Background: an optimization exercise with open tools, aiming at small area, a short achievable clock period and few clock cycles per item. Do not read the settings as production practice. Only simulation tests tie the RTL to the original design; equivalence was not proved. Power is estimated from default activity; no workload was simulated.

--- design/flow/run.sh ---
#!/bin/bash
# synth_recipe.tcl (not shown) runs the flow's synth.tcl, then flattens the netlist and writes it again
# the make line also repeats each setting of config.mk as NAME=value (left out here)
make -C /OpenROAD-flow-scripts/flow DESIGN_CONFIG=/design/flow/config.mk WORK_HOME=/design/flow/orfs CLKGATE_MAP_FILE= SYNTH_SCRIPT=/design/flow/synth_recipe.tcl finish
--- design/flow/config.mk ---
export PLATFORM = sky130hd
export DESIGN_NAME = rtp_stream_demux_filter_core
export DESIGN_NICKNAME = rtp_stream_demux_filter_core
export VERILOG_FILES = /design/flow/design.v
export SDC_FILE = /design/flow/constraint.sdc
export NUM_CORES = 4
export LEC_CHECK = 0
export CAP_MARGIN = 20
export CORE_MARGIN = 2
export CORE_UTILIZATION = 40
export SLEW_MARGIN = 20
--- design/flow/constraint.sdc ---
create_clock -name core_clock -period 5.0 [get_ports {i_clk}]
set_input_delay 1.0000 -clock core_clock [delete_from_list [all_inputs] [get_ports {i_clk}]]
set_output_delay 1.0000 -clock core_clock [all_outputs]
set_load 0.01 [all_outputs]
--- design/flow/design.v ---
`default_nettype none
package rsdf_pkg;
    localparam int BOUND_ENTRIES  = 16;
    localparam int REMOTE_ENTRIES = 16;
    localparam int SSRC_W     = 32;
    localparam int PT_W       = 7;
    localparam int MID_W      = 64;
    localparam int MASK_W     = 64;
    localparam int IN_W       = 168;   
    localparam int OUT_W      = 8;     
    localparam int CFG_IDX_W  = 3;
    localparam int CFG_DATA_W = 64;
    localparam logic [CFG_IDX_W-1:0] CFG_MID_VALID  = 3'd0;
    localparam logic [CFG_IDX_W-1:0] CFG_MID_HI     = 3'd1;
    localparam logic [CFG_IDX_W-1:0] CFG_MID_LO     = 3'd2;
    localparam logic [CFG_IDX_W-1:0] CFG_PT_MASK_HI = 3'd3;
    localparam logic [CFG_IDX_W-1:0] CFG_PT_MASK_LO = 3'd4;
    localparam logic [1:0] REASON_NONE   = 2'd0;
    localparam logic [1:0] REASON_MID    = 2'd1;
    localparam logic [1:0] REASON_REMOTE = 2'd2;
    localparam logic [1:0] REASON_PT     = 2'd3;
endpackage
`default_nettype wire
`default_nettype none
module rtp_stream_demux_filter_core (
    input  wire logic                            i_clk,
    input  wire logic                            i_rst_n,
    input  wire logic                            s_axis_tvalid,
    output logic                                 s_axis_tready,
    input  wire logic [rsdf_pkg::IN_W-1:0]       s_axis_tdata,
    input  wire logic [0:0]                      s_axis_tuser,
    output logic                                 m_axis_tvalid,
    input  wire logic                            m_axis_tready,
    output logic [rsdf_pkg::OUT_W-1:0]           m_axis_tdata,
    input  wire logic                            i_cfg_valid,
    output logic                                 o_cfg_ready,
    input  wire logic [rsdf_pkg::CFG_IDX_W-1:0]  i_cfg_index,
    input  wire logic [rsdf_pkg::CFG_DATA_W-1:0] i_cfg_data
);
    localparam int B_N  = rsdf_pkg::BOUND_ENTRIES;
    localparam int R_N  = rsdf_pkg::REMOTE_ENTRIES;
    localparam int SW   = rsdf_pkg::SSRC_W;
    localparam int MG   = 16;                      
    localparam int FD   = 4;                       
    logic                          r_mid_valid;
    logic [rsdf_pkg::MID_W-1:0]    r_mid_hi;
    logic [rsdf_pkg::MID_W-1:0]    r_mid_lo;
    logic [rsdf_pkg::MASK_W-1:0]   r_pt_hi;
    logic [rsdf_pkg::MASK_W-1:0]   r_pt_lo;
    logic cfg_acc, mid_wr;
    assign o_cfg_ready = 1'b1;
    assign cfg_acc     = i_cfg_valid;
    assign mid_wr      = cfg_acc && (i_cfg_index <= rsdf_pkg::CFG_MID_LO);
    always_ff @(posedge i_clk) begin
        if (!i_rst_n) begin
            r_mid_valid <= 1'b0;
            r_mid_hi    <= '0;
            r_mid_lo    <= '0;
            r_pt_hi     <= '0;
            r_pt_lo     <= '0;
        end else if (cfg_acc) begin
            case (i_cfg_index)
                rsdf_pkg::CFG_MID_VALID:  r_mid_valid <= i_cfg_data[0];
                rsdf_pkg::CFG_MID_HI:     r_mid_hi    <= i_cfg_data;
                rsdf_pkg::CFG_MID_LO:     r_mid_lo    <= i_cfg_data;
                rsdf_pkg::CFG_PT_MASK_HI: r_pt_hi     <= i_cfg_data;
                rsdf_pkg::CFG_PT_MASK_LO: r_pt_lo     <= i_cfg_data;
                default: ;
            endcase
        end
    end
    logic [B_N-1:0] r_bnd_valid;
    logic [SW-1:0]  r_bnd_ssrc [B_N];
    logic [R_N-1:0] r_rem_valid;
    logic [SW-1:0]  r_rem_ssrc [R_N];
    logic          r_tready;
    logic [2:0]    r_inflight;         
    logic          in_acc;
    logic          out_pop;
    assign s_axis_tready = r_tready;
    assign in_acc        = s_axis_tvalid && r_tready;
    logic              r_a_v;
    logic              r_a_func;
    logic [SW-1:0]     r_a_ssrc;
    logic [6:0]        r_a_pt;
    logic              r_a_mp;
    logic [MG-1:0]     r_a_mideq;
    logic [2*rsdf_pkg::MID_W-1:0] in_mid, cfg_mid;
    assign in_mid  = s_axis_tdata[167:40];
    assign cfg_mid = {r_mid_lo, r_mid_hi};
    always_ff @(posedge i_clk) begin
        r_a_func <= s_axis_tuser[0];
        r_a_ssrc <= s_axis_tdata[31:0];
        r_a_pt   <= s_axis_tdata[38:32];
        r_a_mp   <= s_axis_tdata[39];
        for (int g = 0; g < MG; g++) begin
            r_a_mideq[g] <= (in_mid[8*g +: 8] == cfg_mid[8*g +: 8]);
        end
    end
    logic              r_b_v;
    logic              r_b_func;
    logic [SW-1:0]     r_b_ssrc;
    logic              r_b_mp;
    logic              r_b_mm;         
    logic              r_b_ptok;
    logic [B_N-1:0]    r_b_hitb;       
    logic              r_b_hitr;       
    logic [B_N-1:0]    b_hitb_after;
    logic              b_inr_after;
    logic [B_N-1:0]    a_cmpb;
    logic [R_N-1:0]    a_cmpr;
    logic              a_eqab;
    logic              a_ptok;
    always_comb begin
        for (int k = 0; k < B_N; k++) a_cmpb[k] = r_bnd_valid[k] && (r_bnd_ssrc[k] == r_a_ssrc);
        for (int k = 0; k < R_N; k++) a_cmpr[k] = r_rem_valid[k] && (r_rem_ssrc[k] == r_a_ssrc);
    end
    assign a_eqab = r_b_v && (r_a_ssrc == r_b_ssrc);
    assign a_ptok = r_a_pt[6] ? r_pt_hi[r_a_pt[5:0]] : r_pt_lo[r_a_pt[5:0]];
    always_ff @(posedge i_clk) begin
        r_b_func <= r_a_func;
        r_b_ssrc <= r_a_ssrc;
        r_b_mp   <= r_a_mp;
        r_b_mm   <= r_a_mp && r_mid_valid && (&r_a_mideq);
        r_b_ptok <= a_ptok;
        r_b_hitb <= a_eqab ? b_hitb_after : a_cmpb;
        r_b_hitr <= a_eqab ? b_inr_after  : (|a_cmpr);
    end
    logic           b_filt, fb, rem, addb, addb_ok, ovfb, other, anyb_after, inb_after;
    logic           bfull, rfull, addr, addr_ok;
    logic [B_N-1:0] bfree;
    logic [R_N-1:0] rfree;
    logic           res_pass, res_ovf;
    logic [1:0]     res_reason;
    always_comb begin
        bfree = ~r_bnd_valid & (r_bnd_valid + 1'b1);
        rfree = ~r_rem_valid & (r_rem_valid + 1'b1);
        bfull = &r_bnd_valid;
        rfull = &r_rem_valid;
        b_filt     = r_b_v && !r_b_func;
        fb         = |r_b_hitb;
        rem        = b_filt && fb && r_b_mp && !r_b_mm;
        addb       = b_filt && r_b_mm && !fb;
        addb_ok    = addb && !bfull;
        ovfb       = addb && bfull;
        other      = |(r_bnd_valid & ~r_b_hitb);
        inb_after  = (fb && !rem) || addb_ok;
        anyb_after = other || inb_after;
        res_pass   = 1'b0;
        res_reason = rsdf_pkg::REASON_NONE;
        addr       = 1'b0;
        if (r_b_func) begin
            addr = !r_b_hitr;
        end else if (anyb_after) begin
            res_pass   = inb_after;
            res_reason = inb_after ? rsdf_pkg::REASON_MID : rsdf_pkg::REASON_NONE;
        end else if (r_b_hitr) begin
            res_pass   = 1'b1;
            res_reason = rsdf_pkg::REASON_REMOTE;
        end else if (r_b_ptok) begin
            res_pass   = 1'b1;
            res_reason = rsdf_pkg::REASON_PT;
            addr       = 1'b1;
        end
        addr    = addr && r_b_v;
        addr_ok = addr && !rfull;
        res_ovf = ovfb || (addr && rfull);
        b_hitb_after = rem ? '0 : (addb_ok ? bfree : r_b_hitb);
        b_inr_after  = r_b_hitr || addr_ok;
    end
    always_ff @(posedge i_clk) begin
        if (!i_rst_n) begin
            r_bnd_valid <= '0;
            r_rem_valid <= '0;
        end else begin
            if (mid_wr) begin
                r_bnd_valid <= '0;
            end else if (rem) begin
                r_bnd_valid <= r_bnd_valid & ~r_b_hitb;
            end else if (addb_ok) begin
                r_bnd_valid <= r_bnd_valid | bfree;
            end
            if (addr_ok) begin
                r_rem_valid <= r_rem_valid | rfree;
            end
        end
    end
    always_ff @(posedge i_clk) begin
        for (int k = 0; k < B_N; k++) begin
            if (addb_ok && bfree[k]) r_bnd_ssrc[k] <= r_b_ssrc;
        end
        for (int k = 0; k < R_N; k++) begin
            if (addr_ok && rfree[k]) r_rem_ssrc[k] <= r_b_ssrc;
        end
    end
    logic [3:0]   r_q [FD];
    logic [2:0]   r_cnt;
    logic         r_out_v;
    logic [3:0]   res;
    logic [2:0]   wpos;
    assign res     = {res_ovf, res_reason, res_pass};
    assign out_pop = r_out_v && m_axis_tready;
    assign wpos    = r_cnt - {2'b00, out_pop};
    assign m_axis_tvalid = r_out_v;
    assign m_axis_tdata  = {4'b0000, r_q[0]};
    always_ff @(posedge i_clk) begin
        for (int i = 0; i < FD; i++) begin
            if (r_b_v && wpos == 3'(i)) begin
                r_q[i] <= res;
            end else if (out_pop) begin
                if (i < FD - 1) r_q[i] <= r_q[i + 1];
            end
        end
    end
    logic [2:0] cnt_n, infl_n;
    assign cnt_n  = wpos + {2'b00, r_b_v};
    assign infl_n = r_inflight + {2'b00, in_acc} - {2'b00, out_pop};
    always_ff @(posedge i_clk) begin
        if (!i_rst_n) begin
            r_a_v      <= 1'b0;
            r_b_v      <= 1'b0;
            r_cnt      <= '0;
            r_out_v    <= 1'b0;
            r_inflight <= '0;
            r_tready   <= 1'b1;
        end else begin
            r_a_v      <= in_acc;
            r_b_v      <= r_a_v;
            r_cnt      <= cnt_n;
            r_out_v    <= (cnt_n != 3'd0);
            r_inflight <= infl_n;
            r_tready   <= (infl_n < 3'(FD));
        end
    end
endmodule
`default_nettype wire
==> results of run 1 <==
## metal layers
layer	share of wire, %	up-vias	wire (um)	track usage (%)
li1	-	16400	-	-
met1	41	19100	78800	34.4
met2	47	1867	90200	39.0
met3	9.7	323	18600	4.84
met4	2.7	6	5280	7.76
met5	0.020	-	38	0
## worst max path at each step
stage | start | to | slack [ns] | cells past startpoint
after detailed placement | r_bnd_valid[0] | r_rem_ssrc[4][18] | 1.28 | 9
after CTS | r_bnd_valid[0] | r_rem_ssrc[4][14] | 1.27 | 9
after global routing | r_bnd_valid[0] | r_rem_ssrc[7][27] | 1.0 | 9
after floorplan | r_bnd_valid[0] | r_bnd_ssrc[15][0] | 0.08 | 5
after global placement | r_bnd_valid[0] | r_rem_ssrc[7][14] | 1.30 | 9
final | r_bnd_valid[0] | r_rem_ssrc[4][0] | 1.21 | 9
## worst register-to-register path: stages (launching register included)
cell and delay (ns):
dfxtp_1 0.55, and4_4 0.31, nand4_1 0.19, nor4_2 0.79, o21ai_0 0.42, o21ai_1 0.22, buf_4 0.24, nand3_1 0.21
nor2_2 0.14, buf_4 0.38
## state kept, by name (all words and copies together), names as in the netlist, 3 cells and up
signal       flops
r_a_pt           7
r_cnt            3
r_mid_hi        64
r_bnd_ssrc     512
r_inflight       3
r_a_mideq       16
r_pt_lo         64
r_b_hitb        16
r_rem_valid     16
r_a_ssrc        32
r_bnd_valid     16
r_mid_lo        64
r_rem_ssrc     512
r_b_ssrc        32
r_pt_hi         64
r_q             16
## final cells by class
| cell class | count | share of cell area, % |
|---|---|---|
| Sequential cell | 1449 | 56.2 |
| Timing Repair Buffer | 400 | 5.28 |
| Multi-Input combinational cell | 2740 | 28.0 |
| Tap cell | 2016 | 3.57 |
| Antenna cell | 4 | 0.0142 |
| Clock inverter | 73 | 1.02 |
| Clock buffer | 198 | 5.83 |
| Inverter | 23 | 0.122 |
## where the power goes
part,internal [mW],leakage [nW],switching (mW)
Sequential,13.0,12.8,0.268
Combinational,0.724,6.57,1.07
Clock,6.38,2.39,4.71
Total,20.1,21.7,6.06
## cells in the final DEF, fill, tap and decap left out, types with 145 or more instances in the layout
master,n
a21boi_0,259
buf_4,145
clkbuf_16,149
clkdlybuf4s50_1,245
dfxtp_1,328
edfxtp_1,1056
nand2_1,587
nand4_1,262
xnor2_1,940
xor2_1,242
## synthesized netlist by cell type, drive strengths merged, types with 3 or more instances
library cell	instances
o2111ai	4
dfxtp	393
or2	3
or3	3
nand2	588
nor2b	11
buf	105
nand2b	15
clkbuf	147
nand3	52
o41ai	13
inv	23
xor2	242
xnor2	940
a21boi	259
o22ai	6
ha	6
and3	5
nor2	48
o21a	4
and2	10
mux4	42
a22oi	4
nor3b	8
nand4	262
o21ai	13
a21oi	19
o31ai	5
nor3	24
edfxtp	1056
mux2	10
nor4	121
## kinds of logic (layout without fill, tap and decap cells)
group	after synthesis	in the layout	synth area share (%)
AOI/OAI and AO/OA	335	335	4.09
xor gates and xnor gates	1182	1182	17.2
adders and majority gates	7	7	0.158
buffers and inverters	275	694	1.88
DFF	1449	1449	65.6
muxes	52	52	1.76
other	2	9	0.0125
and+or+nand+nor	1159	1159	9.30
==> impl_metrics.csv, run 1 <==
group,metric,value,unit
global_route,grt_pass1_vias,35500,
routing,drtAntennaViolNets,0,
clocking,tritoncts,"done",
routing,vias,37700,
timing,post-route-period-util,75.9,%
setup_path,arrival,4.23,ns
hold_path,hp-start,"r_a_func",
routing,routed_via_density,5.46,
logic_synthesis,async_flop_share,0,%
floorplan,core-area,0.150,mm2
final_layout,multiInputGateArea,0.0198,mm2
floorplan,initial_core_util,40.3,%
timing,fin_hold_ws,0.326,ns
place,dp_slack,1.28,ns
final_layout,fillers,13100,
floorplan,die_x,392,um
timing,fin_crit,3.79,ns
hold_path,hold_class,"flop to flop",
setup_path,rr_worst_depth,9,
timing,setup_slack,1.21,ns
place,placed_cells,6628,
clocking,numCtsBuffers,146,
setup_path,reg2reg_slack,1.21,ns
pwr,p_total,26.2,mW
final_layout,area_growth,17.2,%
place,port_buffers,246,
timing,grt_setup_unrepaired,"no",
timing,finalMaxSlewViolations,0,
place,finalWeightedCongestion,0.827,
logic_synthesis,yosysTopAreaCell,"edfxtp_1",
routing,dr.pass1.iters,5,
setup_path,cp_num_buf_inv,2,
global_route,grt_pass1_wl,266,mm
timing,setup_violations,0,
timing,max_clock_freq,264,MHz
pwr,peakVddDrop,279,uV
clocking,clk_pin_slew,0.06,ns
floorplan,pin_count,252,
global_route,antenna_found_initial,21,
timing,tns,0,ns
setup_path,crit_chain,"and4_4 > nand4_1 > nor4_2 > o21ai_0 > o21ai_1 > buf_4 > nand3_1 > nor2_2 > buf_4",
setup_path,crit_type,"flop to flop",
final_layout,finalInstanceArea,0.0707,mm2
setup_path,crit_slowest_cell,"nor4_2",
place,post_dp_cell_area,0.0658,mm2
hold_path,whs_endpoint,"r_b_func",
final_layout,drive_above_1_share,11.3,%
timing,slew_headroom,28.6,%
setup_path,cp_max_fo,32,
job,max-cap-violations,0,
setup_path,r2r_end,"r_rem_ssrc[4][0]",
logic_synthesis,synth-main-ff-cell,"edfxtp_1",
setup_path,endpoint_kind,"flop",
logic_synthesis,syn_area,0.0603,mm2
floorplan,die_h,392,um
logic_synthesis,synth-seq-cells,1449,
logic_synthesis,synth-edff-count,1056,
logic_synthesis,syn_avg_cell_area,13.5,um2
setup_path,slowest_delay,0.79,ns
setup_path,crit_top_cell,"buf_4",
timing,tightest_slew,1.07,ns
final_layout,register_area,0.0397,mm2
floorplan,core.rowCount,142,
clocking,cts_setup_buffers,0,
clocking,cts_buffer_depth,3,
final_layout,fin_nets,5008,
final_layout,layout.cells.non_filler,6903,
clocking,cts_sinks,1449,
logic_synthesis,synth_top_cell_area_share,52.6,%
logic_synthesis,postSynthCellCount,4461,
outcome,status,"complete, no violations",
logic_synthesis,netlist_top_cells_area,"edfxtp_1, xnor2_1, dfxtp_1",
clocking,ctsHoldBuffers,0,
clocking,clock_latency,0.80,ns
pwr,powerDensity,370,mW/mm2
logic_synthesis,ys_seq_area_share,65.6,%
routing,wl_per_cell,28.0,um
clocking,htreeDepth,4,
hold_path,hold_depth,0,
logic_synthesis,synth_cell_type_count,54,
routing,wirelength,193,mm
final_layout,fin_util,47.2,%
timing,hold_viol,0,
setup_path,reg2reg_from,"r_bnd_valid[0]",
clocking,root_buffer,"clkbuf_16",
setup_path,cp_top_family,"simple AND/OR/NAND/NOR gates",
clocking,cts_resized,0,
timing,fin_skew,0.0338,ns
global_route,track_usage,24.7,%
global_route,grt_max_degree,153,
global_route,grt_overflow_total,0,
routing,route.detailed.drc,0,
setup_path,worst_setup_path_start_kind,"flop",
setup_path,worst_ep_required_time,5.44,ns
logic_synthesis,ys_warn_count,4,
pwr,total_leakage_power,21.7,nW
place,dpl.hpwl,107,mm
routing,drt_iter0_drc,4934,
floorplan,dieArea,0.154,mm2
Testbench counts, summed over its fixed seeds: cycles 4,824, items 4,800.
==> inputs of run 2 (changes only) <==
--- a/design/flow/design.v
+++ b/design/flow/design.v
@@ -187,10 +187,10 @@
     end
     always_ff @(posedge i_clk) begin
         for (int k = 0; k < B_N; k++) begin
-            if (addb_ok && bfree[k]) r_bnd_ssrc[k] <= r_b_ssrc;
+            if (bfree[k]) r_bnd_ssrc[k] <= r_b_ssrc;
         end
         for (int k = 0; k < R_N; k++) begin
-            if (addr_ok && rfree[k]) r_rem_ssrc[k] <= r_b_ssrc;
+            if (rfree[k]) r_rem_ssrc[k] <= r_b_ssrc;
         end
     end
     logic [3:0]   r_q [FD];
--- a/design/flow/config.mk
+++ b/design/flow/config.mk
@@ -5,7 +5,9 @@
 export SDC_FILE = /design/flow/constraint.sdc
 export NUM_CORES = 4
 export LEC_CHECK = 0
+export ABC_AREA = 1
 export CAP_MARGIN = 20
 export CORE_MARGIN = 2
 export CORE_UTILIZATION = 40
+export SETUP_SLACK_MARGIN = 2.3
 export SLEW_MARGIN = 20
==> run 2 against run 1 <==
Global-route usage grew 3.5 points. Clock skew grew 0.010 ns. Power grew 4.1%. Non-clock buffer count grew 16. Synthesized area grew 3.7%. Hold slack gained 0.062 ns. First-iteration DRC count grew 44%. Utilization shrank 0.097 points. Sequential power is essentially flat. Critical path type unchanged. Highest routed layer unchanged.
==> impl_metrics.csv, run 2 <==
group,metric,value,unit
outcome,status,"complete, no violations",
place,placed_cells,8238,
final_layout,area_growth,17.3,%
timing,tns,0,ns
pwr,swShare,24.3,%
timing,hold_viol,0,
final_layout,drive_above_1_share,9.94,%
global_route,grt_pass1_vias,44900,
floorplan,core.rowCount,145,
setup_path,endpoint_kind,"flop",
place,dpl.hpwl,132,mm
pwr,power_switching,6.63,mW
logic_synthesis,syn_avg_cell_area,10.3,um2
logic_synthesis,synth-main-ff-cell,"edfxtp_1",
routing,wirelength,230,mm
final_layout,layout.cells.non_filler,8567,
floorplan,die_x,399,um
pwr,p_total,27.2,mW
setup_path,crit_type,"flop to flop",
pwr,p_comb_share,8.1,%
final_layout,finalInstanceArea,0.0733,mm2
pwr,powerDensity,371,mW/mm2
logic_synthesis,synth_cell_type_count,55,
timing,fin_hold_ws,0.388,ns
hold_path,hold_class,"flop to flop",
setup_path,cp_max_fo,17,
setup_path,r2r_end,"r_q[0][3]",
timing,post-route-period-util,54.0,%
logic_synthesis,syn_area,0.0625,mm2
clocking,tritoncts,"done",
logic_synthesis,synth_top_cell_area_share,50.7,%
final_layout,layout_commonest_cell,"nand2_1",
clocking,numCtsBuffers,157,
pwr,total_leakage_power,26.8,nW
setup_path,worst_ep_required_time,5.52,ns
floorplan,core-area,0.156,mm2
logic_synthesis,yosysTopAreaCell,"edfxtp_1",
final_layout,fillers,14300,
setup_path,crit_chain,"inv_1 > nand4_1 > nor2_1 > nand2_1 > nor2_1 > nand2_4 > nand4_4 > nand2_4 > nand3b_4 > nand2_2 > nand2_1 > nand2_1",
job,max-cap-violations,0,
routing,wl_per_cell,26.8,um
pwr,internal-power,20.6,mW
routing,drtAntennaViolNets,0,
setup_path,crit_slowest_cell,"nor2_1",
floorplan,die_h,399,um
global_route,antenna_found_initial,17,
global_route,grt_overflow_total,0,
global_route,track_usage,28.3,%
timing,fin_crit,2.70,ns
routing,route.detailed.drc,0,
pwr,seq_power_share,48.8,%
timing,slew_headroom,18.9,%
logic_synthesis,synth_most_common_cell,"nand2_1",
logic_synthesis,synth-edff-count,1056,
routing,drt_iter0_drc,7112,
setup_path,arrival,3.23,ns
clocking,cts_sinks,1449,
final_layout,reg.largest.list,"r_bnd_ssrc (512), r_rem_ssrc (512)",
final_layout,fin_nets,6612,
setup_path,endpoint,"r_q[0][3]",
place,dp_slack,1.64,ns
floorplan,dieArea,0.159,mm2
setup_path,slowest_delay,0.39,ns
setup_path,cp_top_family,"simple AND/OR/NAND/NOR gates",
setup_path,rr_worst_depth,12,
routing,vias,48800,
setup_path,reg2reg_from,"r_b_hitb[10]",
logic_synthesis,netlist_top_cells_area,"edfxtp_1, dfxtp_1, nand2_1",
clocking,cts_buffer_depth,3,
pwr,pwr-share-clk,43.1,%
place,post_dp_cell_area,0.0676,mm2
logic_synthesis,postSynthCellCount,6085,
setup_path,worstSetupStartpoint,"r_b_hitb[10]",
timing,tightest_slew,1.22,ns
place,port_buffers,246,
logic_synthesis,synth-seq-cells,1449,
floorplan,initial_core_util,40.2,%
timing,finalMaxSlewViolations,0,
setup_path,worst_setup_path_start_kind,"flop",
setup_path,cp.depth,12,
routing,routed_via_density,5.69,
timing,max_clock_freq,370,MHz
clocking,htreeDepth,4,
final_layout,layout_common_cells,"nand2_1, edfxtp_1, nor2_1, o21ai_0, inv_1",
logic_synthesis,ys_seq_area_share,63.3,%
timing,setup_slack,2.30,ns
pwr,peakVddDrop,329,uV
clocking,clock_latency,0.81,ns
final_layout,fin_util,47.1,%
logic_synthesis,ys_warn_count,4,
setup_path,reg2reg_slack,2.30,ns
timing,setup_violations,0,
clocking,root_buffer,"clkbuf_16",
routing,dr.pass1.iters,8,
global_route,grt_pass1_wl,321,mm
clocking,ctsHoldBuffers,0,
timing,fin_skew,0.0438,ns
logic_synthesis,synth_common_cells,"nand2_1, edfxtp_1, nor2_1, o21ai_0, dfxtp_1",
logic_synthesis,async_flop_share,0,%
setup_path,crit_top_cell,"nand2_1",
clocking,clk_pin_slew,0.06,ns
place,finalWeightedCongestion,0.911,
timing,grt_setup_unrepaired,"yes",
global_route,grt_max_degree,103,
floorplan,pin_count,252,
setup_path,cp_num_buf_inv,1,
run 2: cell count changes after synthesis, moves of 129 or more:
| cell | delta |
|---|---|
| nor2_1 | +905 |
| xnor2_1 | -621 |
| nand2_1 | +559 |
| o21ai_0 | +550 |
| inv_1 | +347 |
| a21boi_0 | -258 |
| nand4_1 | -163 |
| o22ai_1 | +155 |
| xor2_1 | -129 |
run 2: cell families (layout without fill, tap and decap cells):
logic type	after synthesis	in the layout	synth area share (%)
AO/OA/AOI/OAI	969	969	9.04
XOR/XNOR	432	432	6.05
adder cells (fa/ha/maj)	7	7	0.152
buffers and inverters	695	1100	4.65
flip-flops	1449	1449	63.3
other	2	17	0.0120
AND/OR/NAND/NOR	2531	2535	16.8
run 2: what timing repair did:
item                       in CTS  in global routing
gates cloned                    2                  2
setup endpoints to repair     228                200
buffers inserted                9                 11
resized for setup              51                 43
pin swaps                       4                  4
run 2: area by class of cell:
class	count	area (um2)	share of cell area, %
antenna	12	30.0	0.0410
sequential	1449	39700	54.1
clock buffer	227	4520	6.16
inverter	392	1510	2.06
clock inverter	65	666	0.908
tap	2058	2570	3.51
multi-input combinational	3948	20400	27.8
timing repair buffer	416	3970	5.41
run 2: power by group through the flow:
stage                     logic (mW)  registers (mW)  clock network [mW]
after floorplan                 1.06            13.5                   0
after global placement          2.10            13.5                   0
after detailed placement        2.11            13.5                   0
after CTS                       2.14            13.3                11.9
after global routing            2.31            13.3                12.3
final                           2.20            13.3                11.7
run 2: worst min path at each step:
| stage | startpoint | end | cells past startpoint |
|---|---|---|---|
| 6_report | r_a_func | r_b_func | 0 |
| 5_1_grt | r_a_func | r_b_func | 0 |
| 4_1_cts | r_a_v | r_b_v | 2 |
| 3_5_place_dp | r_a_v | r_b_v | 2 |
| 3_3_place_gp | r_a_v | r_b_v | 2 |
| 2_1_floorplan | r_a_func | r_b_func | 0 |
run 2: routing by layer:
layer	share of wire [%]	wire length (um)	vias to the layer above	global-route usage (%)
met5	0.013	29	-	0
met4	4.5	10400	4	12.4
met3	13	29000	578	5.95
met2	44	102000	3254	43.7
met1	39	88600	23600	38.3
li1	-	-	21300	-
run 2: worst reg2reg max path, delay by kind of cell (launching register included):
| family | cells | cell delay [ns] |
|---|---|---|
| buffers and inverters | 1 | 0.13 |
| and+or+nand+nor | 11 | 1.93 |
| DFF | 1 | 0.37 |
Testbench counts of run 2, summed over its fixed seeds: cycles 4,824, items 4,800.
==> inputs of run 3 (changes only) <==
--- a/design/flow/config.mk
+++ b/design/flow/config.mk
@@ -5,7 +5,6 @@
 export SDC_FILE = /design/flow/constraint.sdc
 export NUM_CORES = 4
 export LEC_CHECK = 0
-export ABC_AREA = 1
 export CAP_MARGIN = 20
 export CORE_MARGIN = 2
 export CORE_UTILIZATION = 40
==> run 3 against run 2 <==
Still clean. Sequential cell count unchanged. Count of clock-buffer cells in the layout down 20. Power decreased by 3.3%. Clock power decreased by 6%. Via count down 22%. Global-route usage fell by 3.4 points. Sequential share of layout area rose by 0.73 points. Sequential power about the same. Critical path depth shrank 4. Largest cell class unchanged. Highest routed layer unchanged.
==> impl_metrics.csv, run 3 <==
group,metric,value,unit
timing,setup_violations,0,
logic_synthesis,synth_common_cells,"edfxtp_1, xnor2_1, nand2_1, dfxtp_1, nand4_1",
timing,tns,0,ns
global_route,grt-busiest-layer,"met2",
pwr,p_comb_share,8.1,%
final_layout,drive_above_1_share,14.3,%
final_layout,fin_util,48.4,%
clocking,tritoncts,"done",
setup_path,worst_ep_required_time,5.71,ns
timing,max_clock_freq,354,MHz
final_layout,area_growth,20.5,%
global_route,met3_usage,4.11,%
global_route,grt_max_degree,205,
final_layout,layout_common_cells,"edfxtp_1, xnor2_1, nand2_1, dfxtp_1, nand4_1",
routing,drtAntennaViolNets,0,
clocking,cts_sinks,1449,
logic_synthesis,synth_cell_type_count,50,
logic_synthesis,netlist_top_cells_area,"edfxtp_1, xnor2_1, dfxtp_1",
timing,tightest_slew,0.954,ns
global_route,met2_usage,41.0,%
clocking,numCtsBuffers,153,
place,dp_slack,1.41,ns
floorplan,pin_count,252,
final_layout,layout_commonest_cell,"edfxtp_1",
setup_path,arrival,3.54,ns
logic_synthesis,ys_seq_area_share,65.8,%
clocking,htreeDepth,4,
pwr,total_leakage_power,22.7,nW
setup_path,reg2reg_slack,2.18,ns
timing,finalMaxSlewViolations,0,
timing,grt_setup_unrepaired,"yes",
logic_synthesis,synth-seq-cells,1449,
setup_path,worst_setup_path_start_kind,"flop",
clocking,clock_latency,0.79,ns
logic_synthesis,synth-main-ff-cell,"edfxtp_1",
global_route,grt_overflow_total,0,
setup_path,cp_max_fo,22,
pwr,peakVddDrop,335,uV
logic_synthesis,yosysTopAreaCell,"edfxtp_1",
timing,post-route-period-util,56.5,%
routing,vias,38100,
setup_path,crit_type,"flop to flop",
routing,route.detailed.drc,0,
routing,wl_per_cell,27.7,um
final_layout,reg.largest.list,"r_bnd_ssrc (512), r_rem_ssrc (512)",
logic_synthesis,async_flop_share,0,%
global_route,track_usage,24.9,%
job,max-cap-violations,0,
timing,fin_skew,0.0429,ns
timing,slew_headroom,36.4,%
routing,wirelength,194,mm
place,dpl.hpwl,106,mm
final_layout,layout.cells.non_filler,7006,
timing,hold_viol,0,
outcome,status,"complete, no violations",
clocking,clk_pin_slew,0.06,ns
logic_synthesis,postSynthCellCount,4426,
routing,dr.pass1.iters,5,
setup_path,endpoint_kind,"flop",
final_layout,fin_nets,5112,
logic_synthesis,ys_warn_count,4,
place,port_buffers,246,
global_route,antenna_found_initial,14,
floorplan,core.rowCount,142,
logic_synthesis,syn_avg_cell_area,13.6,um2
logic_synthesis,synth-edff-count,1056,
global_route,grtUsageMet1,33.3,%
global_route,grt_pass1_vias,36400,
floorplan,die_h,392,um
clocking,cts_buffer_depth,3,
pwr,internal-power,20.1,mW
logic_synthesis,syn_area,0.0601,mm2
floorplan,dieArea,0.153,mm2
clocking,root_buffer,"clkbuf_16",
routing,drt_iter0_drc,3943,
routing,routed_via_density,5.44,
pwr,powerDensity,363,mW/mm2
pwr,power_switching,6.19,mW
logic_synthesis,synth_most_common_cell,"edfxtp_1",
global_route,grt_pass1_wl,270,mm
floorplan,die_x,392,um
timing,setup_slack,2.18,ns
place,placed_cells,6606,
floorplan,initial_core_util,40.2,%
pwr,seq_power_share,50.1,%
timing,fin_hold_ws,0.337,ns
pwr,swShare,23.5,%
pwr,pwr-share-clk,41.9,%
floorplan,core-area,0.150,mm2
hold_path,hold_class,"flop to flop",
place,finalWeightedCongestion,0.803,
timing,fin_crit,2.82,ns
logic_synthesis,synth_top_cell_area_share,52.7,%
[run 3: cell types whose count changed after synthesis, sizes merged, moves of 261 or more]
cell,change
inv,-361
nand2,-579
a21boi,+261
xnor2,+699
o21ai,-548
nor2,-900
[run 3: metrics by stage]
| step | total power [mW] | instance area, um2 |
|---|---|---|
| floorplan | 14.4 | 60200 |
| global placement | 15.3 | 65700 |
| detailed placement | 15.4 | 65700 |
| CTS | 26.4 | 72000 |
| global route | 27.0 | 72400 |
| finish | 26.3 | 72500 |
[run 3: cells by family (layout without fill, tap and decap cells)]
logic type / Yosys count / in the layout / synth area share, %
AO/OA/AOI/OAI: 336 / 336 / 4.13
XOR/XNOR: 1185 / 1185 / 17.3
adder cells (fa/ha/maj): 7 / 7 / 0.158
buffers and inverters: 270 / 823 / 1.87
flip-flops: 1449 / 1449 / 65.8
multiplexers: 55 / 55 / 1.82
other: 2 / 12 / 0.0125
AND/OR/NAND/NOR: 1122 / 1123 / 8.93
[run 3: critical path, cell delays in order (launching register included)]
cell and delay [ns]:
dfxtp_2 0.42, buf_6 0.41, xnor2_1 0.17, nand4_1 0.11, nor4_1 0.50, nand4_1 0.26, o41ai_4 0.50, nor4_2 0.17
a41oi_1 0.18
[run 3: path summary, 6_finish.rpt]
check / startpoint / depth (start not counted) / to
worst max-delay path: r_a_ssrc[18] / 8 / r_b_hitr
worst min-delay path: r_a_func / 0 / r_b_func
worst max register to register: r_a_ssrc[18] / 8 / r_b_hitr
worst min register to register: r_a_func / 0 / r_b_func
[run 3: metal layers]
layer	routed length (um)	up-vias
met3	15400	350
met2	92800	1723
met5	73	-
met4	6690	6
met1	79300	19500
li1	-	16600
[run 3: power groups by stage]
stage | Clock [mW] | Sequential, mW | Combinational [mW]
floorplan | 0 | 13.4 | 0.968
global placement | 0 | 13.5 | 1.80
detailed placement | 0 | 13.5 | 1.81
CTS | 11.2 | 13.2 | 2.06
global route | 11.6 | 13.2 | 2.21
finish | 11.0 | 13.2 | 2.12
[run 3: area by class of cell]
class | instances | area (um2)
inverters | 28 | 109
clock buffers | 207 | 4280
repair buffers | 521 | 5220
clock inverters | 67 | 557
diodes | 7 | 17.5
fillers | 13100 | 77100
well taps | 2016 | 2520
flip-flops and latches | 1449 | 39700
multi-input cells | 2711 | 20000
[run 3: repair_timing]
action                     4_1_cts  5_1_grt
setup endpoints to repair      162      223
gates resized for setup         81       39
setup buffers                   87       27
cloned                           2        3
hold buffers                     0        0
pin swaps                        4        4
==> inputs of run 4 (changes only) <==
--- a/design/flow/config.mk
+++ b/design/flow/config.mk
@@ -8,5 +8,5 @@
 export CAP_MARGIN = 20
 export CORE_MARGIN = 2
 export CORE_UTILIZATION = 40
-export SETUP_SLACK_MARGIN = 2.3
+export SETUP_SLACK_MARGIN = 2.7
 export SLEW_MARGIN = 20
==> run 4 against run 3 <==
Critical path depth down 3. Via count rose by 4.6%. Non-clock buffer count up 197. Fmax rose by 8.1%. Register-to-register slack better by 0.21 ns. Largest cell class unchanged. Count of clock-buffer cells in the layout up 15. Combinational power grew 18%.
==> impl_metrics.csv, run 4 <==
group,metric,value,unit
timing,finalMaxSlewViolations,0,
hold_path,hold_class,"flop to flop",
final_layout,drive_above_1_share,20.2,%
place,port_buffers,246,
setup_path,cp_top_family,"multiplexers",
logic_synthesis,postSynthCellCount,4426,
logic_synthesis,synth_most_common_cell,"edfxtp_1",
clocking,htreeDepth,4,
routing,route.detailed.drc,0,
clocking,cts_sinks,1449,
final_layout,layout_commonest_cell,"edfxtp_1",
logic_synthesis,syn_area,0.0601,mm2
timing,hold_viol,0,
routing,vias,39900,
final_layout,fin_util,51.2,%
timing,slew_headroom,33.0,%
clocking,clock_latency,0.79,ns
logic_synthesis,synth-seq-cells,1449,
pwr,powerDensity,353,mW/mm2
timing,fin_hold_ws,0.331,ns
pwr,peakVddDrop,391,uV
clocking,ctsHoldBuffers,0,
setup_path,slowest_delay,0.53,ns
global_route,grt_overflow_total,0,
logic_synthesis,netlist_top_cells_area,"edfxtp_1, xnor2_1, dfxtp_1",
setup_path,crit_type,"flop to flop",
global_route,antenna_found_initial,19,
routing,routed_via_density,5.53,
timing,setup_slack,2.39,ns
final_layout,reg.largest.list,"r_bnd_ssrc (512), r_rem_ssrc (512)",
logic_synthesis,synth_cell_type_count,50,
setup_path,worst_ep_required_time,5.64,ns
final_layout,area_growth,27.4,%
global_route,track_usage,26.6,%
floorplan,core.rowCount,142,
floorplan,pin_count,252,
place,dp_slack,1.46,ns
timing,post-route-period-util,52.2,%
place,placed_cells,6592,
routing,wl_per_cell,28.9,um
place,finalWeightedCongestion,0.878,
clocking,numCtsBuffers,154,
floorplan,initial_core_util,40.2,%
floorplan,core-area,0.150,mm2
global_route,grt_pass1_wl,287,mm
logic_synthesis,synth_common_cells,"edfxtp_1, xnor2_1, nand2_1, dfxtp_1, nand4_1",
logic_synthesis,yosysTopAreaCell,"edfxtp_1",
final_layout,fin_nets,5323,
routing,drtAntennaViolNets,0,
routing,drt_iter0_drc,4543,
floorplan,die_h,392,um
final_layout,fillers,12600,
final_layout,layout.cells.non_filler,7217,
timing,tns,0,ns
clocking,cts_buffer_depth,3,
timing,tightest_slew,1.01,ns
logic_synthesis,synth-edff-count,1056,
setup_path,crit_chain,"buf_12 > mux4_2 > mux4_2 > mux4_2 > mux2_2",
logic_synthesis,async_flop_share,0,%
setup_path,cp_max_fo,6,
final_layout,finalInstanceArea,0.0766,mm2
place,post_dp_cell_area,0.0658,mm2
timing,setup_violations,0,
clocking,tritoncts,"done",
final_layout,layout_common_cells,"edfxtp_1, xnor2_1, nand2_1, dfxtp_1, buf_4",
global_route,grt_max_degree,240,
logic_synthesis,syn_avg_cell_area,13.6,um2
floorplan,dieArea,0.153,mm2
setup_path,arrival,3.25,ns
pwr,total_leakage_power,24.8,nW
timing,max_clock_freq,383,MHz
global_route,grt_pass1_vias,37700,
setup_path,crit_slowest_cell,"mux4_2",
outcome,status,"complete, no violations",
place,dpl.hpwl,106,mm
routing,wirelength,209,mm
job,max-cap-violations,0,
setup_path,endpoint_kind,"flop",
routing,dr.pass1.iters,5,
pwr,p_total,27.0,mW
clocking,clk_pin_slew,0.06,ns
setup_path,reg2reg_slack,2.39,ns
timing,fin_skew,0.0524,ns
timing,grt_setup_unrepaired,"yes",
logic_synthesis,ys_warn_count,4,
clocking,root_buffer,"clkbuf_16",
logic_synthesis,synth-main-ff-cell,"edfxtp_1",
setup_path,crit_top_cell,"mux4_2",
setup_path,worst_setup_path_start_kind,"flop",
timing,fin_crit,2.61,ns
logic_synthesis,synth_top_cell_area_share,52.7,%
floorplan,die_x,392,um
logic_synthesis,ys_seq_area_share,65.8,%
setup_path,cp_num_buf_inv,1,
[run 4: cell counts after synthesis]
No cell type changed its count.
[run 4: logic make-up after synthesis]
kind of cell / count (synthesis) / share of synthesized area (%)
mux: 55 / 1.82
buf+inv: 270 / 1.87
fa+ha+maj: 7 / 0.158
flops: 1449 / 65.8
xor+xnor: 1185 / 17.3
compound gates: 336 / 4.13
other cells: 2 / 0.0125
simple gates: 1122 / 8.93
[run 4: area by class of cell]
cell class                 instances  area [um2]  area share [%]
antenna                            5        12.5          0.0163
clock buffer                     222        4340            5.67
clock inverter                    55         629           0.821
inverter                          28         114           0.149
multi-input combinational       2724       21300            27.8
sequential                      1449       39800            51.9
tap                             2016        2520            3.29
timing repair buffer             718        7920            10.3
[run 4: timing repair]
item | 4_1_cts | 5_1_grt
cloned | 13 | 10
pin swaps | 78 | 81
endpoints found under the hold margin | 0 | 0
gates resized for setup | 271 | 154
buffers inserted | 220 | 100
setup endpoints to repair | 636 | 562
[run 4: worst paths after layout]
path,startpoint,endpoint,cells after the start
min,r_a_func,r_b_func,0
max,r_a_pt[0],r_b_ptok,5
min reg2reg,r_a_func,r_b_func,0
max reg2reg,r_a_pt[0],r_b_ptok,5
[run 4: report_power, final]
part | switching, mW | internal [mW]
Sequential | 0.132 | 13.0
Combinational | 1.42 | 1.09
Clock | 4.84 | 6.52
Total | 6.40 | 20.7
[run 4: per-layer routing]
layer	routed length (um)	part of all wire, %	GRT usage, %
met4	9830	4.7	10.1
met1	82000	39	35.9
met5	52	0.025	0
met3	19600	9.4	4.33
met2	97200	47	43.2
==> inputs of run 5 (changes only) <==
==> design/flow/config.mk (replaced) <==
export PLATFORM = sky130hd
export DESIGN_NAME = rtp_stream_demux_filter_core
export DESIGN_NICKNAME = rtp_stream_demux_filter_core
export VERILOG_FILES = /design/flow/design.v
export SDC_FILE = /design/flow/constraint.sdc
export NUM_CORES = 4
export LEC_CHECK = 0
export CAP_MARGIN = 0
export CORE_MARGIN = 2
export CORE_UTILIZATION = 60
export CTS_BUF_LIST = sky130_fd_sc_hd__clkbuf_8
export SETUP_SLACK_MARGIN = 2.3
export SLEW_MARGIN = 0
==> run 5 against run 4 <==
Still clean on timing, DRC and antenna. Utilization rose by 20 points. Worst setup slack got worse by 0.11 ns. Non-clock buffer count fell by 183. Sequential cell count unchanged. Via count is 1.8% lower. Register-to-register slack worse by 0.11 ns. Sequential power hardly changed. Wire length fell by 8.0%. First-iteration DRC count fell by 0.24%. Global-route usage grew 11 points. Clock power fell by 16%. Clock skew down 0.022 ns. Critical endpoint is now r_b_hitr. Largest cell class unchanged. Largest power group unchanged.
==> impl_metrics.csv, run 5 <==
group,metric,value,unit
outcome,status,"complete, no violations",
setup_path,endpoint_kind,"flop",
place,dpl.hpwl,105,mm
routing,route.detailed.drc,0,
job,max-cap-violations,0,
clocking,cts_sinks,1449,
logic_synthesis,netlist_top_cells_area,"edfxtp_1, xnor2_1, dfxtp_1",
global_route,grt_pass1_vias,37500,
timing,finalMaxSlewViolations,0,
setup_path,crit_type,"flop to flop",
routing,dr.pass1.iters,8,
setup_path,worst_setup_path_start_kind,"flop",
floorplan,die_h,321,um
routing,wl_per_cell,29.8,um
logic_synthesis,synth_most_common_cell,"edfxtp_1",
final_layout,layout_commonest_cell,"edfxtp_1",
setup_path,cp_max_fo,8,
routing,wirelength,192,mm
timing,tightest_slew,0.946,ns
floorplan,dieArea,0.103,mm2
logic_synthesis,async_flop_share,0,%
timing,fin_hold_ws,0.331,ns
global_route,antenna_found_initial,18,
hold_path,hold_class,"flop to flop",
pwr,powerDensity,350,mW/mm2
clocking,ctsHoldBuffers,0,
logic_synthesis,syn_avg_cell_area,13.6,um2
place,post_dp_cell_area,0.0647,mm2
final_layout,reg.largest.list,"r_bnd_ssrc (512), r_rem_ssrc (512)",
logic_synthesis,synth_top_cell_area_share,52.7,%
final_layout,layout.cells.non_filler,6446,
timing,tns,0,ns
pwr,peakVddDrop,289,uV
final_layout,area_growth,18.0,%
final_layout,fin_nets,5196,
clocking,numCtsBuffers,223,
timing,post-route-period-util,54.5,%
logic_synthesis,synth-main-ff-cell,"edfxtp_1",
timing,slew_headroom,36.4,%
pwr,total_leakage_power,22.8,nW
clocking,cts_buffer_depth,3,
timing,hold_viol,0,
clocking,tritoncts,"done",
global_route,grt_max_degree,184,
final_layout,drive_above_1_share,15.1,%
global_route,grt_pass1_wl,271,mm
floorplan,die_x,321,um
place,placed_cells,5879,
setup_path,worst_ep_required_time,5.81,ns
logic_synthesis,synth_cell_type_count,50,
timing,setup_violations,0,
clocking,clk_pin_slew,0.07,ns
logic_synthesis,syn_area,0.0601,mm2
clocking,clock_latency,0.89,ns
setup_path,arrival,3.53,ns
final_layout,fillers,6999,
routing,drt_iter0_drc,4532,
global_route,track_usage,37.4,%
clocking,root_buffer,"clkbuf_8",
timing,grt_setup_unrepaired,"yes",
timing,fin_skew,0.0305,ns
pwr,p_total,24.9,mW
logic_synthesis,yosysTopAreaCell,"edfxtp_1",
final_layout,finalInstanceArea,0.0709,mm2
timing,fin_crit,2.73,ns
routing,routed_via_density,6.08,
clocking,htreeDepth,4,
routing,drtAntennaViolNets,0,
timing,max_clock_freq,367,MHz
logic_synthesis,synth-seq-cells,1449,
logic_synthesis,ys_warn_count,4,
floorplan,core.rowCount,116,
place,finalWeightedCongestion,0.859,
logic_synthesis,synth_common_cells,"edfxtp_1, xnor2_1, nand2_1, dfxtp_1, nand4_1",
place,port_buffers,246,
logic_synthesis,postSynthCellCount,4426,
floorplan,initial_core_util,60.3,%
logic_synthesis,synth-edff-count,1056,
timing,setup_slack,2.27,ns
place,dp_slack,1.52,ns
final_layout,layout_common_cells,"edfxtp_1, xnor2_1, nand2_1, dfxtp_1, nand4_1",
routing,vias,39200,
logic_synthesis,ys_seq_area_share,65.8,%
global_route,grt_overflow_total,0,
floorplan,core-area,0.0997,mm2
final_layout,fin_util,71.2,%
floorplan,pin_count,252,
run 5: cell counts after synthesis:
Identical to the previous run, type by type.
run 5: worst max-delay path: stages, from the launching register on:
cell	delay (ns)
dfxtp_4	0.55
buf_4	0.31
xnor2_1	0.14
nand4_1	0.13
nor4_2	0.45
nand4_1	0.17
nor4_1	0.52
nor4_1	0.14
a41oi_1	0.22
run 5: layout make-up:
| class | count | area [um2] | area share [%] |
|---|---|---|---|
| diodes | 6 | 15.0 | 0.0212 |
| clock buffers | 263 | 3620 | 5.10 |
| clock inverters | 156 | 721 | 1.02 |
| inverters | 28 | 109 | 0.153 |
| multi-input cells | 2710 | 19800 | 27.9 |
| flip-flops and latches | 1449 | 39800 | 56.0 |
| well taps | 1298 | 1620 | 2.29 |
| repair buffers | 535 | 5290 | 7.45 |
| repair inverters | 1 | 5.00 | 0.00705 |
run 5: power by group:
group          internal [mW]  switching (mW)
logic                  0.861            1.26
clock network           4.95            4.60
registers               13.0           0.142
total                   18.9            6.00
run 5: final timing paths:
| kind | from | endpoint | slack, ns | cells past startpoint |
|---|---|---|---|---|
| max | r_a_ssrc[24] | r_b_hitr | 2.27 | 8 |
| min | r_a_func | r_b_func | 0.33 | 0 |
| max reg2reg | r_a_ssrc[24] | r_b_hitr | 2.27 | 8 |
| min reg2reg | r_a_func | r_b_func | 0.33 | 0 |
run 5: kinds of logic (layout without fill, tap and decap cells):
| family | Yosys count | in the layout | share of synthesized area (%) |
|---|---|---|---|
| buffers and inverters | 270 | 983 | 1.87 |
| AND/OR/NAND/NOR | 1122 | 1122 | 8.93 |
| multiplexers | 55 | 55 | 1.82 |
| other | 2 | 11 | 0.0125 |
| XOR/XNOR | 1185 | 1185 | 17.3 |
| adder cells (fa/ha/maj) | 7 | 7 | 0.158 |
| AO/OA/AOI/OAI | 336 | 336 | 4.13 |
| flip-flops | 1449 | 1449 | 65.8 |
run 5: repair_timing:
action	in CTS	in global routing
hold endpoints to repair	0	0
resized for setup	41	28
gates cloned	1	0
setup buffers	130	11
pin swaps	0	2
endpoints found under the setup margin	168	128
run 5: routing by layer:
| layer | global-route usage (%) | up-vias | part of all wire, % |
|---|---|---|---|
| met3 | 7.72 | 480 | 10 |
| li1 | - | 16800 | - |
| met5 | 0 | - | 0.043 |
| met4 | 16.5 | 14 | 4.8 |
| met1 | 48.6 | 19600 | 37 |
| met2 | 61.1 | 2312 | 48 |
==> inputs of run 6 (changes only) <==
==> design/flow/flow/run.sh (new file) <==
#!/bin/bash
# Standard ORFS layout (the standard.sh) with two changes:
#  - port buffers are buf_2 cells instead of the default delay buffer
#  - CTS without dummy loads
set -euo pipefail
export BUFFER_PORTS_ARGS="-buffer_cell sky130_fd_sc_hd__buf_2"
export CTS_ARGS="-sink_clustering_enable -repair_clock_nets -dont_use_dummy_load -buf_list sky130_fd_sc_hd__clkbuf_8"
bash standard.sh finish > flow_make.log 2>&1
==> design/flow/standard.sh (new file) <==
#!/bin/bash
# synth_recipe.tcl (not shown) runs the flow's synth.tcl, then flattens the netlist and writes it again
# the make line also repeats each setting of config.mk as NAME=value (left out here)
make -C /OpenROAD-flow-scripts/flow DESIGN_CONFIG=/design/flow/config.mk WORK_HOME=/design/flow/orfs CLKGATE_MAP_FILE= SYNTH_SCRIPT=/design/flow/synth_recipe.tcl "${@:-finish}"
removed: design/flow/run.sh
==> run 6 against run 5 <==
Hold slack worse by 0.12 ns. Critical endpoint unchanged. Die area did not move. Sequential share of layout area grew 1.8 points. Largest power group unchanged. Register-to-register slack improved by 0.04 ns. Synthesized cell count unchanged. Highest routed layer unchanged. Critical path type unchanged. First-iteration DRC count grew 10%.
==> impl_metrics.csv, run 6 <==
group,metric,value,unit
final_layout,layout_commonest_cell,"edfxtp_1",
global_route,met3_usage,7.71,%
routing,drtAntennaViolNets,0,
timing,setup_violations,0,
logic_synthesis,synth-seq-cells,1449,
setup_path,crit_slowest_cell,"dfxtp_4",
logic_synthesis,netlist_top_cells_area,"edfxtp_1, xnor2_1, dfxtp_1",
place,dp_slack,1.79,ns
global_route,grt-busiest-layer,"met2",
clocking,clock_latency,0.90,ns
timing,finalMaxSlewViolations,0,
floorplan,core-area,0.0997,mm2
timing,tightest_slew,1.08,ns
logic_synthesis,async_flop_share,0,%
timing,tns,0,ns
floorplan,dieArea,0.103,mm2
routing,routed_via_density,6.21,
floorplan,core.rowCount,116,
global_route,grtUsageMet1,50.6,%
timing,fin_crit,2.68,ns
setup_path,arrival,3.47,ns
place,dpl.hpwl,106,mm
routing,vias,38900,
final_layout,drive_above_1_share,19.7,%
logic_synthesis,synth-edff-count,1056,
place,finalWeightedCongestion,0.873,
timing,hold_viol,0,
logic_synthesis,yosysTopAreaCell,"edfxtp_1",
routing,route.detailed.drc,0,
floorplan,initial_core_util,60.3,%
clocking,tritoncts,"done",
place,port_buffers,246,
global_route,track_usage,38.2,%
timing,fin_skew,0.0577,ns
global_route,met2_usage,61.2,%
clocking,ctsHoldBuffers,0,
clocking,cts_buffer_depth,3,
setup_path,cp_num_buf_inv,1,
routing,wirelength,196,mm
clocking,htreeDepth,4,
clocking,numCtsBuffers,228,
logic_synthesis,synth-main-ff-cell,"edfxtp_1",
logic_synthesis,synth_most_common_cell,"edfxtp_1",
setup_path,crit_type,"flop to flop",
final_layout,area_growth,14.3,%
floorplan,pin_count,252,
pwr,p_total,23.4,mW
routing,wl_per_cell,31.2,um
setup_path,worst_ep_required_time,5.78,ns
timing,post-route-period-util,53.7,%
timing,max_clock_freq,373,MHz
setup_path,cp_max_fo,13,
final_layout,fin_util,69.0,%
global_route,grt_pass1_vias,36900,
pwr,powerDensity,340,mW/mm2
pwr,peakVddDrop,248,uV
timing,fin_hold_ws,0.215,ns
global_route,antenna_found_initial,18,
outcome,status,"complete, no violations",
logic_synthesis,syn_avg_cell_area,13.6,um2
logic_synthesis,synth_cell_type_count,50,
floorplan,die_x,321,um
logic_synthesis,synth_top_cell_area_share,52.7,%
routing,drt_iter0_drc,4995,
clocking,cts_sinks,1449,
clocking,clk_pin_slew,0.06,ns
final_layout,layout_common_cells,"edfxtp_1, xnor2_1, nand2_1, dfxtp_1, nand4_1",
timing,slew_headroom,27.9,%
setup_path,endpoint_kind,"flop",
logic_synthesis,postSynthCellCount,4426,
global_route,grt_overflow_total,0,
clocking,root_buffer,"clkbuf_8",
setup_path,cp_top_family,"simple AND/OR/NAND/NOR gates",
logic_synthesis,ys_seq_area_share,65.8,%
floorplan,die_h,321,um
setup_path,crit_chain,"buf_4 > xnor2_1 > nand4_1 > nor4_1 > nand4_1 > nor4_2 > nor4_1 > a41oi_1",
hold_path,hold_class,"primary input to flop",
job,max-cap-violations,0,
logic_synthesis,synth_common_cells,"edfxtp_1, xnor2_1, nand2_1, dfxtp_1, nand4_1",
global_route,grt_max_degree,133,
setup_path,slowest_delay,0.66,ns
timing,setup_slack,2.32,ns
setup_path,worst_setup_path_start_kind,"flop",
logic_synthesis,ys_warn_count,4,
final_layout,fin_nets,5207,
final_layout,reg.largest.list,"r_bnd_ssrc (512), r_rem_ssrc (512)",
routing,dr.pass1.iters,6,
logic_synthesis,syn_area,0.0601,mm2
timing,grt_setup_unrepaired,"no",
pwr,total_leakage_power,22.0,nW
global_route,grt_pass1_wl,274,mm
==> run 6: worst reg2reg max path, stage by stage, from the launching register on <==
cell	delay, ns
dfxtp_4	0.66
buf_4	0.29
xnor2_1	0.14
nand4_1	0.15
nor4_1	0.36
nand4_1	0.17
nor4_2	0.52
nor4_1	0.12
a41oi_1	0.18
==> run 6: power breakdown <==
| part | switching, mW | internal (mW) | total, mW |
|---|---|---|---|
| clock network | 4.13 | 3.98 | 8.11 |
| logic | 1.27 | 0.780 | 2.05 |
| registers | 0.165 | 13.1 | 13.2 |
==> run 6: layout make-up <==
type | count | area, um2
Multi-Input combinational cell | 2710 | 19800
Antenna cell | 9 | 22.5
Inverter | 28 | 109
Tap cell | 1298 | 1620
Timing Repair Buffer | 541 | 4270
Timing Repair inverter | 1 | 5.00
Fill cell | 7111 | 31000
Clock buffer | 228 | 3140
Sequential cell | 1449 | 39800
==> run 6: logic make-up after synthesis <==
logic type / after synthesis / share of synthesized area, %
AO/OA/AOI/OAI: 336 / 4.13
XOR/XNOR: 1185 / 17.3
adder cells (fa/ha/maj): 7 / 0.158
buffers and inverters: 270 / 1.87
flip-flops: 1449 / 65.8
multiplexers: 55 / 1.82
other: 2 / 0.0125
AND/OR/NAND/NOR: 1122 / 8.93
==> run 6: metrics by stage <==
| stage | cell area [um2] | instances |
|---|---|---|
| floorplan | 60200 | 4429 |
| global placement | 63500 | 5883 |
| detailed placement | 63500 | 5883 |
| CTS | 68300 | 6225 |
| global route | 68700 | 6259 |
| finish | 68800 | 6264 |
==> run 6: path summary, 6_finish.rpt <==
check	to	cells after the start	slack [ns]	from
worst max-delay path	r_b_hitr	8	2.32	r_a_ssrc[19]
worst min-delay path	r_a_ssrc[25]	1	0.21	s_axis_tdata[25]
worst max register to register	r_b_hitr	8	2.32	r_a_ssrc[19]
worst min register to register	r_b_func	0	0.34	r_a_func
==> run 6: timing repair <==
action                                  in CTS  in global routing
cloned                                       2                  0
pin swaps                                    1                  1
setup buffers                              112                 30
gates resized for setup                     35                 24
endpoints found under the setup margin     128                128
==> run 6: routing by layer <==
metal | vias up | wire (um) | share of wire [%]
met4 | 10 | 9760 | 5.0
li1 | 16600 | - | -
met1 | 19500 | 73300 | 37
met2 | 2343 | 92200 | 47
met3 | 461 | 20300 | 10
met5 | - | 68 | 0.035
==> inputs of run 7 (changes only) <==
--- a/design/flow/design.v
+++ b/design/flow/design.v
@@ -40,8 +40,7 @@
     localparam int B_N  = rsdf_pkg::BOUND_ENTRIES;
     localparam int R_N  = rsdf_pkg::REMOTE_ENTRIES;
     localparam int SW   = rsdf_pkg::SSRC_W;
-    localparam int MG   = 16;                      
-    localparam int FD   = 4;                       
+    localparam int FD   = 3;                       
     logic                          r_mid_valid;
     logic [rsdf_pkg::MID_W-1:0]    r_mid_hi;
     logic [rsdf_pkg::MID_W-1:0]    r_mid_lo;
@@ -74,29 +73,11 @@
     logic [R_N-1:0] r_rem_valid;
     logic [SW-1:0]  r_rem_ssrc [R_N];
     logic          r_tready;
-    logic [2:0]    r_inflight;         
+    logic [1:0]    r_inflight;         
     logic          in_acc;
     logic          out_pop;
     assign s_axis_tready = r_tready;
     assign in_acc        = s_axis_tvalid && r_tready;
-    logic              r_a_v;
-    logic              r_a_func;
-    logic [SW-1:0]     r_a_ssrc;
-    logic [6:0]        r_a_pt;
-    logic              r_a_mp;
-    logic [MG-1:0]     r_a_mideq;
-    logic [2*rsdf_pkg::MID_W-1:0] in_mid, cfg_mid;
-    assign in_mid  = s_axis_tdata[167:40];
-    assign cfg_mid = {r_mid_lo, r_mid_hi};
-    always_ff @(posedge i_clk) begin
-        r_a_func <= s_axis_tuser[0];
-        r_a_ssrc <= s_axis_tdata[31:0];
-        r_a_pt   <= s_axis_tdata[38:32];
-        r_a_mp   <= s_axis_tdata[39];
-        for (int g = 0; g < MG; g++) begin
-            r_a_mideq[g] <= (in_mid[8*g +: 8] == cfg_mid[8*g +: 8]);
-        end
-    end
     logic              r_b_v;
     logic              r_b_func;
     logic [SW-1:0]     r_b_ssrc;
@@ -107,24 +88,33 @@
     logic              r_b_hitr;       
     logic [B_N-1:0]    b_hitb_after;
     logic              b_inr_after;
-    logic [B_N-1:0]    a_cmpb;
-    logic [R_N-1:0]    a_cmpr;
-    logic              a_eqab;
-    logic              a_ptok;
+    logic [SW-1:0]     in_ssrc;
+    logic [6:0]        in_pt;
+    logic              in_mp;
+    logic [B_N-1:0]    in_cmpb;
+    logic [R_N-1:0]    in_cmpr;
+    logic              in_eqb;
+    logic              in_ptok;
+    logic              in_mm;
+    assign in_ssrc = s_axis_tdata[31:0];
+    assign in_pt   = s_axis_tdata[38:32];
+    assign in_mp   = s_axis_tdata[39];
     always_comb begin
-        for (int k = 0; k < B_N; k++) a_cmpb[k] = r_bnd_valid[k] && (r_bnd_ssrc[k] == r_a_ssrc);
-        for (int k = 0; k < R_N; k++) a_cmpr[k] = r_rem_valid[k] && (r_rem_ssrc[k] == r_a_ssrc);
-    end
-    assign a_eqab = r_b_v && (r_a_ssrc == r_b_ssrc);
-    assign a_ptok = r_a_pt[6] ? r_pt_hi[r_a_pt[5:0]] : r_pt_lo[r_a_pt[5:0]];
-    always_ff @(posedge i_clk) begin
-        r_b_func <= r_a_func;
-        r_b_ssrc <= r_a_ssrc;
-        r_b_mp   <= r_a_mp;
-        r_b_mm   <= r_a_mp && r_mid_valid && (&r_a_mideq);
-        r_b_ptok <= a_ptok;
-        r_b_hitb <= a_eqab ? b_hitb_after : a_cmpb;
-        r_b_hitr <= a_eqab ? b_inr_after  : (|a_cmpr);
+        for (int k = 0; k < B_N; k++) in_cmpb[k] = r_bnd_valid[k] && (r_bnd_ssrc[k] == in_ssrc);
+        for (int k = 0; k < R_N; k++) in_cmpr[k] = r_rem_valid[k] && (r_rem_ssrc[k] == in_ssrc);
+    end
+    assign in_eqb  = r_b_v && (in_ssrc == r_b_ssrc);
+    assign in_ptok = in_pt[6] ? r_pt_hi[in_pt[5:0]] : r_pt_lo[in_pt[5:0]];
+    assign in_mm   = in_mp && r_mid_valid &&
+                     (s_axis_tdata[103:40] == r_mid_hi) && (s_axis_tdata[167:104] == r_mid_lo);
+    always_ff @(posedge i_clk) begin
+        r_b_func <= s_axis_tuser[0];
+        r_b_ssrc <= in_ssrc;
+        r_b_mp   <= in_mp;
+        r_b_mm   <= in_mm;
+        r_b_ptok <= in_ptok;
+        r_b_hitb <= in_eqb ? b_hitb_after : in_cmpb;
+        r_b_hitr <= in_eqb ? b_inr_after  : (|in_cmpr);
     end
     logic           b_filt, fb, rem, addb, addb_ok, ovfb, other, anyb_after, inb_after;
     logic           bfull, rfull, addr, addr_ok;
@@ -194,42 +184,40 @@
         end
     end
     logic [3:0]   r_q [FD];
-    logic [2:0]   r_cnt;
+    logic [1:0]   r_cnt;
     logic         r_out_v;
     logic [3:0]   res;
-    logic [2:0]   wpos;
+    logic [1:0]   wpos;
     assign res     = {res_ovf, res_reason, res_pass};
     assign out_pop = r_out_v && m_axis_tready;
-    assign wpos    = r_cnt - {2'b00, out_pop};
+    assign wpos    = r_cnt - {1'b0, out_pop};
     assign m_axis_tvalid = r_out_v;
     assign m_axis_tdata  = {4'b0000, r_q[0]};
     always_ff @(posedge i_clk) begin
         for (int i = 0; i < FD; i++) begin
-            if (r_b_v && wpos == 3'(i)) begin
+            if (r_b_v && wpos == 2'(i)) begin
                 r_q[i] <= res;
             end else if (out_pop) begin
                 if (i < FD - 1) r_q[i] <= r_q[i + 1];
             end
         end
     end
-    logic [2:0] cnt_n, infl_n;
-    assign cnt_n  = wpos + {2'b00, r_b_v};
-    assign infl_n = r_inflight + {2'b00, in_acc} - {2'b00, out_pop};
+    logic [1:0] cnt_n, infl_n;
+    assign cnt_n  = wpos + {1'b0, r_b_v};
+    assign infl_n = r_inflight + {1'b0, in_acc} - {1'b0, out_pop};
     always_ff @(posedge i_clk) begin
         if (!i_rst_n) begin
-            r_a_v      <= 1'b0;
             r_b_v      <= 1'b0;
             r_cnt      <= '0;
             r_out_v    <= 1'b0;
             r_inflight <= '0;
             r_tready   <= 1'b1;
         end else begin
-            r_a_v      <= in_acc;
-            r_b_v      <= r_a_v;
+            r_b_v      <= in_acc;
             r_cnt      <= cnt_n;
-            r_out_v    <= (cnt_n != 3'd0);
+            r_out_v    <= (cnt_n != 2'd0);
             r_inflight <= infl_n;
-            r_tready   <= (infl_n < 3'(FD));
+            r_tready   <= (infl_n < 2'(FD));
         end
     end
 endmodule
==> design/flow/run.sh (new file) <==
#!/bin/bash
# synth_recipe.tcl (not shown) runs the flow's synth.tcl, then flattens the netlist and writes it again
# the make line also repeats each setting of config.mk as NAME=value (left out here)
make -C /OpenROAD-flow-scripts/flow DESIGN_CONFIG=/design/flow/config.mk WORK_HOME=/design/flow/orfs CLKGATE_MAP_FILE= SYNTH_SCRIPT=/design/flow/synth_recipe.tcl finish
removed: design/flow/flow/run.sh
removed: design/flow/standard.sh
==> run 7 against run 6 <==
Synthesized area down 2.1%. Clock power up 12%. Largest cell class unchanged. Die area down 2.1%. Clock skew down 0.031 ns. Sequential power down 5%. Fmax down 2.2%. Global-route usage down 0.31 points. Critical path depth down 1. Count of clock-buffer cells in the layout up 10. Wire length down 2.5%. Worst setup slack worse by 0.059 ns.
==> impl_metrics.csv, run 7 <==
group,metric,value,unit
hold_path,whs_endpoint,"r_b_ssrc[13]",
clocking,tritoncts,"done",
setup_path,arrival,3.36,ns
final_layout,area_growth,15.4,%
setup_path,crit_chain,"xnor2_4 > nand4_1 > nor4_4 > buf_4 > nand4_1 > or4_4 > or3_4",
logic_synthesis,syn_avg_cell_area,13.3,um2
pwr,total_leakage_power,22.0,nW
logic_synthesis,ys_seq_area_share,65.0,%
hold_path,hp-start,"s_axis_tdata[13]",
routing,wl_per_cell,30.5,um
floorplan,die_h,317,um
timing,max_clock_freq,365,MHz
final_layout,multiInputGateArea,0.0198,mm2
clocking,cts_sinks,1385,
place,dpl.hpwl,110,mm
setup_path,reg2reg_from,"r_b_ssrc[30]",
logic_synthesis,synth-seq-cells,1385,
clocking,numCtsBuffers,215,
pwr,internal-power,17.9,mW
clocking,root_buffer,"clkbuf_8",
routing,vias,38800,
clocking,cts_buffer_depth,3,
logic_synthesis,synth_common_cells,"edfxtp_1, xnor2_1, nand2_1, dfxtp_1, xor2_1",
setup_path,cp.depth,7,
global_route,grt_pass1_wl,266,mm
timing,hold_viol,0,
final_layout,fillers,6967,
logic_synthesis,synth-main-ff-cell,"edfxtp_1",
global_route,grt_overflow_total,0,
global_route,track_usage,37.9,%
final_layout,register_area,0.0383,mm2
final_layout,fin_util,70.0,%
pwr,powerDensity,349,mW/mm2
outcome,status,"complete, no violations",
setup_path,endpoint_kind,"flop",
routing,routed_via_density,6.21,
hold_path,hold_depth,1,
final_layout,layout_commonest_cell,"edfxtp_1",
setup_path,r2r_end,"r_b_hitb[7]",
logic_synthesis,netlist_top_cells_area,"edfxtp_1, xnor2_1, dfxtp_1",
routing,wirelength,191,mm
setup_path,rr_worst_depth,7,
global_route,grt_max_degree,118,
final_layout,fin_nets,5039,
floorplan,core.rowCount,114,
timing,tns,0,ns
pwr,peakVddDrop,328,uV
setup_path,reg2reg_slack,2.26,ns
timing,setup_violations,0,
==> run 7: changes by cell type after synthesis, moves of 18 or more <==
| cell | before | now |
|---|---|---|
| inv_1 | 28 | 76 |
| xor2_1 | 167 | 295 |
| o22ai_1 | 6 | 24 |
| dfxtp_1 | 393 | 333 |
| nand4_1 | 266 | 230 |
| nor4_1 | 112 | 140 |
| xnor2_1 | 1018 | 834 |
==> run 7: worst max path at each step <==
stage / slack [ns] / endpoint / start
finish: 2.26 / r_b_hitb[7] / r_b_ssrc[30]
CTS: 2.26 / r_b_hitb[15] / r_b_ssrc[21]
floorplan: 1.99 / r_b_ptok / s_axis_tdata[32]
detailed placement: 0.89 / r_b_hitb[15] / s_axis_tdata[16]
global route: 2.19 / r_b_hitb[15] / r_b_ssrc[30]
global placement: 0.89 / r_b_hitb[15] / s_axis_tdata[16]
==> run 7: area by class of cell <==
| cell class | count | area share [%] |
|---|---|---|
| flip-flops and latches | 1385 | 56.4 |
| multi-input cells | 2711 | 29.2 |
| repair buffers | 405 | 5.69 |
| clock buffers | 238 | 4.82 |
| well taps | 1276 | 2.35 |
| clock inverters | 153 | 1.16 |
| inverters | 76 | 0.425 |
| diodes | 5 | 0.0184 |
==> run 7: repair_timing <==
| item | CTS | global route |
|---|---|---|
| pin swaps | 7 | 5 |
| setup buffers | 2 | 5 |
| resized for setup | 44 | 48 |
| cloned | 2 | 0 |
| setup endpoints to repair | 216 | 266 |
==> run 7: logic make-up (layout without fill, tap and decap cells) <==
group | Yosys count | in the layout | synth area share (%)
flip-flops | 1385 | 1385 | 65.0
AND/OR/NAND/NOR | 1134 | 1136 | 9.24
XOR/XNOR | 1129 | 1129 | 16.8
AO/OA/AOI/OAI | 389 | 389 | 4.94
buffers and inverters | 322 | 872 | 2.23
multiplexers | 48 | 48 | 1.72
adder cells (fa/ha/maj) | 4 | 4 | 0.0850
other | 2 | 10 | 0.0128
==> run 7: layer usage <==
metal  wire length, um  vias up  track usage (%)
li1                  -    16500                -
met1             72200    19400             51.5
met2             89400     2480             60.6
met3             20900      462             7.08
met4              8210        4             15.0
met5                73        -                0
==> run 7: power by group through the flow <==
stage                     Combinational, mW  Sequential [mW]  Clock (mW)
after global placement                 1.99             12.9           0
after detailed placement               1.99             12.9           0
after floorplan                       0.980             12.9           0
after global routing                   2.12             12.6        9.62
after CTS                              2.00             12.6        9.13
final                                  2.05             12.6        9.06
==> run 7: through the flow <==
step / hold WS (ns) / cells / setup slack (ns)
final: 0.346 / 6249 / 2.26
after floorplan: 0.440 / 4416 / 1.99
after detailed placement: 0.456 / 5844 / 0.892
after global placement: 0.449 / 5844 / 0.890
after global routing: 0.321 / 6248 / 2.19
after CTS: 0.316 / 6239 / 2.26
Testbench counts of run 7, summed over its fixed seeds: cycles 4,816, items 4,800.

Setup slack of run 7, layout unchanged: 2.258 ns with ideal ports, 2.258 ns with driving cells assumed (clock clkbuf_16, inputs buf_2), 1.316 ns with port delays also shifted by the 0.968 ns mid clock arrival.
